From an optimization exercise on the open Yosys and OpenROAD flow, aimed at small area and a short achievable clock period; shortcuts taken in it are not production practice. The RTL was checked by simulation tests, not by an equivalence proof against the original design. Power is estimated from default activity; no workload was simulated.

== north ==
Design dma_frame_writer, start of the top module:
module dma_frame_writer #(
    parameter dma_pkg::addr_t wr_base_addr = 32'h0200_0000
) (
    input  logic                             M_AXI_ACLK,
    input  logic                             M_AXI_ARESETN,
    output dma_pkg::addr_t                   m_axi_awaddr,
    output logic [7:0]                       m_axi_awlen,
    output logic [2:0]                       m_axi_awsize,
    output logic [1:0]                       m_axi_awburst,
    output logic                             m_axi_awvalid,
    input  logic                             m_axi_awready,
    output dma_pkg::beat_t                   m_axi_wdata,
    output logic [dma_pkg::beat_bytes-1:0]   m_axi_wstrb,
    output logic                             m_axi_wlast,
    output logic                             m_axi_wvalid,
    input  logic                             m_axi_wready,
    input  logic [1:0]                       m_axi_bresp,
    input  logic                             m_axi_bvalid,
    output logic                             m_axi_bready,
    input  logic                             pre_vs,
    input  logic                             pre_de,
    input  logic [dma_pkg::pixel_w-1:0]      pre_data,
    output logic                             wr_req,
    input  logic                             wr_enable,
    output logic                             wr_burst_now,
    output logic                             wr_burst_end
);
Settings: LEC_CHECK=0, CAP_MARGIN=20, CORE_MARGIN=2, CORE_UTILIZATION=40, SETUP_SLACK_MARGIN=3.0, SLEW_MARGIN=20, SYNTH_HIERARCHICAL=1, SYNTH_MINIMUM_KEEP_SIZE=0, CTS_ARGS=-sink_clustering_enable -repair_clock_nets -dont_use_dummy_load -sink_clustering_size 14 -sink_clustering_max_diameter 60 -buf_list sky130_fd_sc_hd__clkbuf_8, BUFFER_PORTS_ARGS=-buffer_cell sky130_fd_sc_hd__buf_2; clock period 5.5 ns.
standard.sh (not shown) runs the stock make flow with config.mk's settings and CLKGATE_MAP_FILE= SYNTH_SCRIPT=/design/flow/synth_recipe.tcl, a recipe that flattens the netlist after the stock synthesis.
==> flow/flow/run.sh <==
#!/bin/bash
# The standard layout (standard.sh) with two layout choices changed:
# clock tree sinks clustered more coarsely without dummy loads, and
# port buffers started from buf_2 (timing repair may still resize them).
set -euo pipefail
cat >> "$FLOW_CONFIG" <<'EOT'
export CTS_ARGS = -sink_clustering_enable -repair_clock_nets -dont_use_dummy_load -sink_clustering_size 14 -sink_clustering_max_diameter 60 -buf_list sky130_fd_sc_hd__clkbuf_8
export BUFFER_PORTS_ARGS = -buffer_cell sky130_fd_sc_hd__buf_2
EOT
bash standard.sh > standard.log 2>&1
diff inputs: north => south
- swapping -sink_clustering_enable -repair_clock_nets -dont_use_dummy_load -sink_clustering_size 14 -sink_clustering_max_diameter 60 -buf_list sky130_fd_sc_hd__clkbuf_8 for -sink_clustering_enable -repair_clock_nets -dont_use_dummy_load -sink_clustering_size 20 -sink_clustering_max_diameter 80 -buf_list "sky130_fd_sc_hd__clkbuf_8 sky130_fd_sc_hd__clkbuf_16" in CTS_ARGS
diff --git a/flow/flow/run.sh b/flow/flow/run.sh
--- a/flow/flow/run.sh
+++ b/flow/flow/run.sh
@@ -5,5 +5,5 @@
 set -euo pipefail
 cat >> "$FLOW_CONFIG" <<'EOT'
-export CTS_ARGS = -sink_clustering_enable -repair_clock_nets -dont_use_dummy_load -sink_clustering_size 14 -sink_clustering_max_diameter 60 -buf_list sky130_fd_sc_hd__clkbuf_8
+export CTS_ARGS = -sink_clustering_enable -repair_clock_nets -dont_use_dummy_load -sink_clustering_size 20 -sink_clustering_max_diameter 80 -buf_list "sky130_fd_sc_hd__clkbuf_8 sky130_fd_sc_hd__clkbuf_16"
 export BUFFER_PORTS_ARGS = -buffer_cell sky130_fd_sc_hd__buf_2
 EOT
south vs. north: proportion of power drawn by the clock network went up by 2.7 points. north reports its type of the most critical hold path as in2reg while south reports reg2reg. Going from north to south, total chip power grew by a few percent. Between north and south, the largest clock skew in the final design is higher for south. Looking at detailed-route vias per instance, south sits 0.047 higher than north does. Fmax | south vs north | south faster. south vs north: count of buffers not belonging to the clock network in the layout down.

dma_frame_writer again, from the RTL that the note above started with.
==> flow/config.mk <==
export PLATFORM = sky130hd
export DESIGN_NAME = dma_frame_writer
export DESIGN_NICKNAME = dma_frame_writer
export VERILOG_FILES = /design/flow/design.v
export SDC_FILE = /design/flow/constraint.sdc
export NUM_CORES = 4
export LEC_CHECK = 0
export CAP_MARGIN = 20
export CORE_MARGIN = 2
export CORE_UTILIZATION = 40
export SETUP_SLACK_MARGIN = 3.05
export SLEW_MARGIN = 20
export SYNTH_HIERARCHICAL = 1
export SYNTH_MINIMUM_KEEP_SIZE = 0
export CTS_ARGS = -sink_clustering_enable -repair_clock_nets -dont_use_dummy_load -sink_clustering_size 24 -sink_clustering_max_diameter 100
export BUFFER_PORTS_ARGS = -buffer_cell sky130_fd_sc_hd__buf_2
==> flow/constraint.sdc <==
create_clock -name core_clock -period 5.5 [get_ports {M_AXI_ACLK}]
set_input_delay 1.1000 -clock core_clock [delete_from_list [all_inputs] [get_ports {M_AXI_ACLK}]]
set_output_delay 1.1000 -clock core_clock [all_outputs]
set_load 0.01 [all_outputs]
==> flow/flow/run.sh <==
#!/bin/bash
# The standard layout (standard.sh) with two layout choices changed:
# clock tree sinks clustered more coarsely without dummy loads, and
# port buffers started from buf_2 (timing repair may still resize them).
set -euo pipefail
cat >> "$FLOW_CONFIG" <<'EOT'
export CTS_ARGS = -sink_clustering_enable -repair_clock_nets -dont_use_dummy_load -sink_clustering_size 24 -sink_clustering_max_diameter 100
export BUFFER_PORTS_ARGS = -buffer_cell sky130_fd_sc_hd__buf_2
EOT
bash standard.sh > standard.log 2>&1
The first run produced a clean layout.
Rerun with:
Settings changed: SETUP_SLACK_MARGIN 3.05 to 2.95.
=> The new run finished clean; die area does not change; via count barely changes; cell count stays flat; critical path depth climbs by 3; setup slack is worse by 0.043 ns; final area is lower by 0.33%; total power hardly moves; clock power barely changes; synthesized cell count stays the same; fmax drops by 1.7%.
Rerun with:
--- a/flow/flow/run.sh
+++ b/flow/flow/run.sh
@@ -6,3 +6,3 @@
 cat >> "$FLOW_CONFIG" <<'EOT'
-export CTS_ARGS = -sink_clustering_enable -repair_clock_nets -dont_use_dummy_load -sink_clustering_size 24 -sink_clustering_max_diameter 100
+export CTS_ARGS = -sink_clustering_enable -repair_clock_nets -dont_use_dummy_load -sink_clustering_size 28 -sink_clustering_max_diameter 110
 export BUFFER_PORTS_ARGS = -buffer_cell sky130_fd_sc_hd__buf_2
Settings changed: CTS_ARGS -sink_clustering_enable -repair_clock_nets -dont_use_dummy_load -sink_clustering_size 24 -sink_clustering_max_diameter 100 to -sink_clustering_enable -repair_clock_nets -dont_use_dummy_load -sink_clustering_size 28 -sink_clustering_max_diameter 110, SETUP_SLACK_MARGIN 2.95 to 3.0.
The changed run completed without violations.
Combinational power goes up by a few percent.
First-iteration DRC count grows slightly.
Total power came out lower slightly.
Synthesized area is unchanged.
Cell area is about the same.
Clock skew increases by 0.019 ns.
Rerun with:
--- a/flow/flow/run.sh
+++ b/flow/flow/run.sh
@@ -6,3 +6,3 @@
 cat >> "$FLOW_CONFIG" <<'EOT'
-export CTS_ARGS = -sink_clustering_enable -repair_clock_nets -dont_use_dummy_load -sink_clustering_size 28 -sink_clustering_max_diameter 110
+export CTS_ARGS = -sink_clustering_enable -repair_clock_nets -dont_use_dummy_load -sink_clustering_size 24 -sink_clustering_max_diameter 100
 export BUFFER_PORTS_ARGS = -buffer_cell sky130_fd_sc_hd__buf_2
Settings changed: CTS_ARGS -sink_clustering_enable -repair_clock_nets -dont_use_dummy_load -sink_clustering_size 28 -sink_clustering_max_diameter 110 to -sink_clustering_enable -repair_clock_nets -dont_use_dummy_load -sink_clustering_size 24 -sink_clustering_max_diameter 100.
Outcome:
- clock power rises by 6.5%
- sequential cell count stays the same
- fmax hardly moves
- routed wire length stays flat
- design area stays flat
- setup slack improved by 0.0068 ns
- worst hold slack got worse by 0.015 ns
- first-iteration DRC count is about the same
- clock-buffer cell count rises by 10
- combinational power falls by about 1%
- global-route usage hardly moves

## separate check: timing with driven ports
In the flow no input, the clock included, has a driving cell. The finished layouts below were timed again as built, in two steps.
Step 1 sets driving cells, clkbuf_16 on the clock port and buf_2 on the other inputs (assumed; they add their load-dependent delay and slew).
Step 2 times the ports against the registers' clock, not the clock port: input delays grow and output delays shrink by t, the midpoint of the rising clock arrivals with the driver on.
Slacks: ideal / step 1 / step 2; pairs: ideal / step 1.
run | t, ns | setup slack, ns | cell pins on the clock port's net
north | 0.910 | 2.748 / 2.678 / 2.149 | 1
south | 0.754 | 2.902 / 2.830 / 2.218 | 1
the first run of note 2 | 0.726 | 2.933 / 2.861 / 2.392 | 1
the second run of note 2 | 0.726 | 2.890 / 2.858 / 2.189 | 1
the third run of note 2 | 0.721 | 2.927 / 2.854 / 2.325 | 1
the fourth run of note 2 | 0.726 | 2.934 / 2.863 / 2.330 | 1
After both steps setup and hold are still met in every run listed. The setup slack of the second run of note 2, which loses most, moves by -0.032 ns with the drivers and by -0.701 ns with both steps.
